What follows belongs to an exercise in optimizing a design on an open flow for a short achievable clock period and few clock cycles; a production flow would make more cautious choices.
Only simulation tests tie the RTL to the original design; equivalence was not proved.
Power figures rest on the tool's default switching activity, not on a simulated workload.

--- flow/config.mk ---
export PLATFORM = sky130hd
export DESIGN_NAME = kgp_risc_multicycle_core
export DESIGN_NICKNAME = kgp_risc_multicycle_core
export VERILOG_FILES = /design/flow/design.v
export SDC_FILE = /design/flow/constraint.sdc
export NUM_CORES = 4
export LEC_CHECK = 0
export CAP_MARGIN = 20
export CORE_MARGIN = 2
export CORE_UTILIZATION = 40
export SLEW_MARGIN = 20
--- flow/constraint.sdc ---
create_clock -name core_clock -period 6.0 [get_ports {i_clk}]
set_input_delay 1.2000 -clock core_clock [delete_from_list [all_inputs] [get_ports {i_clk}]]
set_output_delay 1.2000 -clock core_clock [all_outputs]
set_load 0.01 [all_outputs]
--- flow/run.sh ---
#!/bin/bash
# synth_recipe.tcl (not shown) runs the flow's synth.tcl, then flattens the netlist and writes it again
# the make line also repeats each setting of config.mk as NAME=value (left out here)
make -C /OpenROAD-flow-scripts/flow DESIGN_CONFIG=/design/flow/config.mk WORK_HOME=/design/flow/orfs CLKGATE_MAP_FILE= SYNTH_SCRIPT=/design/flow/synth_recipe.tcl finish
--- flow/design.v ---
module kgp_risc_multicycle_core #(
   parameter int          ADDR_W   = 10,
   parameter logic [31:0] RESET_PC = 32'h0
) (
   input  logic              i_clk,
   input  logic              i_rst,
   output logic              o_mem_req,
   output logic              o_mem_we,
   output logic [ADDR_W-1:0] o_mem_addr,
   output logic [31:0]       o_mem_wdata,
   input  logic [31:0]       i_mem_rdata,
   input  logic              i_mem_ack,
   input  logic              i_halt_req,
   output logic              o_halted,
   output logic              o_retire,
   output logic              o_illegal,
   output logic [31:0]       o_pc_out
);
   typedef enum logic [2:0] {S_FETCH, S_DECODE, S_EXEC, S_MEM, S_WB, S_HALT} state_t;
   state_t              r_state;
   logic [31:0]         r_pc, r_ir, r_a, r_b, r_res;
   logic                r_c;
   logic [31:0]         r_rf [32];
   logic                r_mem_req, r_mem_we, r_halted, r_retire, r_illegal;
   logic [ADDR_W-1:0]   r_mem_addr;
   logic [31:0]         r_mem_wdata;
   logic [5:0]  w_op, w_funct;
   logic [4:0]  w_rs, w_rt, w_shamt, w_dst;
   logic [31:0] w_sext, w_pc4, w_jaddr, w_baddr, w_ea, w_alu, w_target, w_npc;
   logic        w_cout, w_illegal, w_is_mem, w_is_sw, w_is_ctrl, w_wr_c, w_done;
   logic        w_unused;
   assign w_op     = r_ir[31:26];
   assign w_rs     = r_ir[25:21];
   assign w_rt     = r_ir[20:16];
   assign w_shamt  = r_ir[15:11];
   assign w_funct  = r_ir[10:5];
   assign w_sext   = {{16{r_ir[15]}}, r_ir[15:0]};
   assign w_pc4    = r_pc + 32'd4;
   assign w_jaddr  = {w_pc4[31:28], r_ir[25:0], 2'b00};
   assign w_baddr  = w_pc4 + {w_sext[29:0], 2'b00};
   assign w_ea     = r_a + w_sext;
   assign w_unused = ^{w_ea[31:ADDR_W+2], w_ea[1:0]};
   assign w_illegal = ((w_op == 6'd0) && (w_funct > 6'd6)) || (w_op > 6'd12);
   assign w_is_mem  = (w_op == 6'd3) || (w_op == 6'd4);
   assign w_is_sw   = (w_op == 6'd4);
   assign w_is_ctrl = (w_op >= 6'd5) || w_illegal;
   assign w_wr_c    = ((w_op == 6'd0) && (w_funct == 6'd0)) || (w_op == 6'd1);
   assign w_dst     = (w_op == 6'd3) ? w_rt : w_rs;
   always_comb begin
      w_alu  = '0;
      w_cout = 1'b0;
      case (w_op)
         6'd0: begin
            case (w_funct)
               6'd0:    {w_cout, w_alu} = {1'b0, r_a} + {1'b0, r_b};
               6'd1:    w_alu = -r_b;
               6'd2:    w_alu = r_a & r_b;
               6'd3:    w_alu = r_a ^ r_b;
               6'd4:    w_alu = r_a << w_shamt;
               6'd5:    w_alu = r_a >> w_shamt;
               6'd6:    w_alu = $signed(r_a) >>> w_shamt;
               default: ;
            endcase
         end
         6'd1:    {w_cout, w_alu} = {1'b0, r_a} + {1'b0, w_sext};
         6'd2:    w_alu = -w_sext;
         default: ;
      endcase
   end
   always_comb begin
      w_target = w_pc4;
      case (w_op)
         6'd5, 6'd6: w_target = w_jaddr;
         6'd7:       w_target = r_a;
         6'd8:       if (r_a == 32'd0) w_target = w_baddr;
         6'd9:       if (r_a != 32'd0) w_target = w_baddr;
         6'd10:      if (r_a[31])      w_target = w_baddr;
         6'd11:      if (r_c)          w_target = w_baddr;
         6'd12:      if (!r_c)         w_target = w_baddr;
         default:    ;
      endcase
   end
   assign w_done = ((r_state == S_EXEC) && w_is_ctrl) ||
                   ((r_state == S_MEM) && i_mem_ack && w_is_sw) ||
                   (r_state == S_WB);
   assign w_npc  = (r_state == S_EXEC) ? w_target : w_pc4;
   always_ff @(posedge i_clk or posedge i_rst) begin
      if (i_rst) begin
         r_state     <= S_FETCH;
         r_pc        <= RESET_PC;
         r_ir        <= '0;
         r_a         <= '0;
         r_b         <= '0;
         r_res       <= '0;
         r_c         <= 1'b0;
         for (int i = 0; i < 32; i++) r_rf[i] <= '0;
         r_mem_req   <= 1'b0;
         r_mem_we    <= 1'b0;
         r_mem_addr  <= '0;
         r_mem_wdata <= '0;
         r_halted    <= 1'b0;
         r_retire    <= 1'b0;
         r_illegal   <= 1'b0;
      end else begin
         r_retire  <= 1'b0;
         r_illegal <= 1'b0;
         case (r_state)
            S_FETCH: begin
               if (!r_mem_req) begin
                  r_mem_req  <= 1'b1;
                  r_mem_we   <= 1'b0;
                  r_mem_addr <= r_pc[ADDR_W+1:2];
               end else if (i_mem_ack) begin
                  r_mem_req <= 1'b0;
                  r_ir      <= i_mem_rdata;
                  r_state   <= S_DECODE;
               end
            end
            S_DECODE: begin
               r_a     <= r_rf[w_rs];
               r_b     <= r_rf[w_rt];
               r_state <= S_EXEC;
            end
            S_EXEC: begin
               r_res     <= w_alu;
               r_illegal <= w_illegal;
               if (w_wr_c) r_c <= w_cout;
               if (w_op == 6'd6) r_rf[31] <= w_pc4;
               if (w_is_mem) begin
                  r_mem_req   <= 1'b1;
                  r_mem_we    <= w_is_sw;
                  r_mem_addr  <= w_ea[ADDR_W+1:2];
                  r_mem_wdata <= r_b;
                  r_state     <= S_MEM;
               end else if (!w_is_ctrl) begin
                  r_state <= S_WB;
               end
            end
            S_MEM: begin
               if (i_mem_ack) begin
                  r_mem_req <= 1'b0;
                  r_res     <= i_mem_rdata;
                  if (!w_is_sw) r_state <= S_WB;
               end
            end
            S_WB: r_rf[w_dst] <= r_res;
            S_HALT: begin
               if (!i_halt_req) begin
                  r_halted   <= 1'b0;
                  r_mem_req  <= 1'b1;
                  r_mem_we   <= 1'b0;
                  r_mem_addr <= r_pc[ADDR_W+1:2];
                  r_state    <= S_FETCH;
               end
            end
            default: r_state <= S_FETCH;
         endcase
         if (w_done) begin
            r_pc     <= w_npc;
            r_retire <= 1'b1;
            if (i_halt_req) begin
               r_state   <= S_HALT;
               r_halted  <= 1'b1;
               r_mem_req <= 1'b0;
            end else begin
               r_state    <= S_FETCH;
               r_mem_req  <= 1'b1;
               r_mem_we   <= 1'b0;
               r_mem_addr <= w_npc[ADDR_W+1:2];
            end
         end
      end
   end
   assign o_mem_req   = r_mem_req;
   assign o_mem_we    = r_mem_we;
   assign o_mem_addr  = r_mem_addr;
   assign o_mem_wdata = r_mem_wdata;
   assign o_halted    = r_halted;
   assign o_retire    = r_retire;
   assign o_illegal   = r_illegal;
   assign o_pc_out    = r_pc;
endmodule
==> reports/metrics.yaml <==
synthesis:
  yosysWarnings: 2
  ys.flop_type: "dfrtp_1"
  synthTopCellsByCount: "dfrtp_1, mux2_2, nand2_1"
  synth_nets: 6720
  post-synth-top-area-cell: "dfrtp_1"
  synth_seq_cells: 1235
  synthTopCellsByArea: "dfrtp_1, mux2_2, a221oi_1"
  synth.avg_cell_area_sq_um: 10.7
  yosysMostFrequentCell: "dfrtp_1"
  synth_area_sq_um: 70700
  synth-async-reset-ratio_pct: 100
  synth_edf_count: 0
  synthCells: 6580
  synth_top_area_share_pct: 43.7
  synth-seq-area-share_pct: 43.7
  synth_cell_types: 99
critical_path:
  rr_worst_depth: 14
  cp-startpoint: "r_pc[5]"
  cp-endpoint: "r_pc[31]"
  timing.rr.end: "r_pc[31]"
  criticalPathCategory: "reg2reg"
  startpoint_type: "register"
  cp_max_fo: 8
  rrSetupSlack_ns: 1.03
  endpoint_kind: "register"
  r2r-start: "r_pc[5]"
  required_ns: 6.74
  crit_arrival_ns: 5.71
sta:
  skew_ns: 0.0441
  setup_viol: 0
  tns_ns: 0
  period_share_pct: 82.9
  drv_slew: 0
  clock.fmax_mhz: 201
  rsz0062_at_grt: "false"
  relSlewSlack_pct: 6.50
  hold_viol: 0
  finalCriticalPeriod_ns: 4.97
  tightestPinTransition_ns: 1.40
clock_network:
  clock-sinks: 1235
  postCtsHoldBufs: 0
  cts_buffer_depth: 3
  clk_latency_ns: 0.84
  h-tree-depth: 4
  postCtsSetupBuffers: 0
  cts_root_buf: "clkbuf_16"
  cts_tree: "built"
  clk_pin_slew_ns: 0.07
  cts_made_buffers: 140
  cts_resized: 0
floorplan:
  die_x_um: 424
  core_area_sq_um: 176000
  num_rows: 154
  io_pins: 115
  start_util_pct: 40.2
  die-area_sq_um: 180000
  die_y_um: 424
layout:
  stdcell_count: 8976
  fin_nets: 6659
  area_delta_synth_final_pct: 14.1
  drive_gt1_share_pct: 27.4
  fillers: 16200
placement:
  dp.cells: 8717
  globalplace.congestion: 1.04
  hpwl_mm: 238
  portBuffers: 114
grt:
  grt_max_degree: 130
  grt_remaining_overflow: 0
  grt_pass1_wl_mm: 510
  grt_usage_pct: 40.1
  grt_pass1_vias: 63400
  grt_antenna_before_repair: 26
min_path:
  hold_class: "reg2reg"
  min_path_cells: 2
routing:
  drtPass1Iterations: 10
  vias: 67000
  route.detailed.drc: 0
  via_per_inst: 7.46
  drt-wirelength-per-cell_um: 41.4
  drt_iter0_drc: 12500
  wirelength_mm: 372
  detail-route-antenna-nets: 0
power_and_ir_drop:
  p_leak_uw: 0.0356
  peakVddDrop_mv: 0.311
  p_per_area_nw_per_um2: 508
outcome:
  outcome: "finished clean"
run:
  drv_cap: 0
==> area by class of cell <==
type                    instances  area, sq um  share of cell area (%)
well taps                    2340         2930                    3.63
multi-input cells            4683        37900                    47.0
flip-flops and latches       1235        30900                    38.4
clock buffers                 197         4110                    5.10
repair buffers                415         3940                    4.89
diodes                          7         17.5                  0.0217
inverters                      44          169                   0.210
clock inverters                55          667                   0.827
==> sequential cells by signal (all words and copies together), names as in the netlist <==
register     cells
r_a             32
r_b             32
r_c              1
r_halted         1
r_illegal        1
r_ir            32
r_mem_addr      10
r_mem_req        1
r_mem_wdata     32
r_mem_we         1
r_pc            32
r_res           32
r_retire         1
r_rf          1024
r_state          3
==> routing by layer <==
layer  share of wire [%]  vias to the layer above  GRT usage [%]
met1                  35                    33300           48.0
met2                  40                     6216           56.2
met3                  16                     1981           19.2
met4                 8.9                       42           28.4
met5                0.20                        -          0.556
li1                    -                    25400              -
==> worst max-delay path, cell delays in order (launching register included) <==
cell	delay, ns
dfrtp_1	0.50
nand4_1	0.37
nor3_1	0.39
nand4_1	0.16
xnor2_1	0.84
ha_1	0.29
and3_1	0.19
and3_1	0.19
nand4_1	0.21
a31o_2	0.35
a31o_2	0.22
mux2i_1	0.11
a2111oi_0	0.49
mux2_2	0.40
a31oi_1	0.17
==> stage by stage <==
| step | hold WS [ns] | utilization [%] | power, uW | cell area, sq um | setup WS [ns] |
|---|---|---|---|---|---|
| floorplan | 0.472 | - | 22900 | 70700 | -12.27 |
| global placement | 0.466 | 43.0 | 30500 | 75700 | 1.05 |
| detailed placement | 0.462 | 43.0 | 30700 | 75700 | 1.12 |
| CTS | 0.477 | 45.8 | 39700 | 80500 | 1.11 |
| global route | 0.496 | 45.8 | 41800 | 80600 | 0.770 |
| finish | 0.474 | 45.8 | 41000 | 80600 | 1.03 |
==> placed cells by master, fill, tap and decap left out, types with 120 or more instances in the layout <==
cell type	Yosys	layout
dfrtp_1	1235	1225
mux2_2	1048	1048
nand2_1	423	406
a22oi_1	360	360
a221oi_1	350	350
a22o_1	315	315
buf_4	7	258
a21oi_1	256	255
nor2_1	335	252
o21ai_0	249	249
nand4_1	158	158
clkbuf_16	0	145
nand3_1	120	120
==> logic make-up (layout without fill, tap and decap cells) <==
| kind of cell | after synthesis | in the layout | share of synthesized area, % |
|---|---|---|---|
| muxes | 1184 | 1184 | 19.5 |
| AOI/OAI and AO/OA | 1968 | 1968 | 20.6 |
| buffers and inverters | 662 | 711 | 3.89 |
| and+or+nand+nor | 1290 | 1290 | 8.69 |
| other | 0 | 7 | 0 |
| xor gates and xnor gates | 137 | 137 | 1.70 |
| DFF | 1235 | 1235 | 43.7 |
| adders and majority gates | 104 | 104 | 1.87 |
==> worst min path at each step <==
stage / from / to / slack [ns]
3_5_place_dp: r_mem_wdata[6] / r_mem_wdata[6] / 0.46
3_3_place_gp: r_mem_wdata[3] / r_mem_wdata[3] / 0.47
4_1_cts: r_mem_wdata[6] / r_mem_wdata[6] / 0.48
5_1_grt: r_mem_wdata[5] / r_mem_wdata[5] / 0.50
2_1_floorplan: r_rf[31][25] / r_rf[31][25] / 0.47
6_report: r_mem_wdata[6] / r_mem_wdata[6] / 0.47
==> power by group <==
group	internal [uW]	switching, uW
Sequential	10700	3410
Combinational	6050	11700
Clock	5350	3770
Testbench counts, summed over its fixed seeds: cycles 106,528.

[afterwards: timing with drivers on the ports]
The results above use ideal ports. As a check the final layout listed here was re-extracted and re-timed, cells and wires unchanged.
Step 1 sets driving cells, clkbuf_16 on the clock port and buf_2 on the other inputs (assumed; they add their load-dependent delay and slew).
Step 2 moves the port delays by t, midway between the first and last clock arrival at a register: inputs arrive t later, outputs are due t later. That takes back most of the time a late clock gives input paths.
a / b / c = ideal / step 1 / step 2; a / b = the first two.
shift t [ns]: 0.903
setup slack, ns: 1.028 / 1.028 / 1.028
worst setup path at the end: register to register
After both steps setup and hold are still met in this run. The setup slack of this run moves by 0.000 ns with the drivers and by 0.000 ns with both steps.
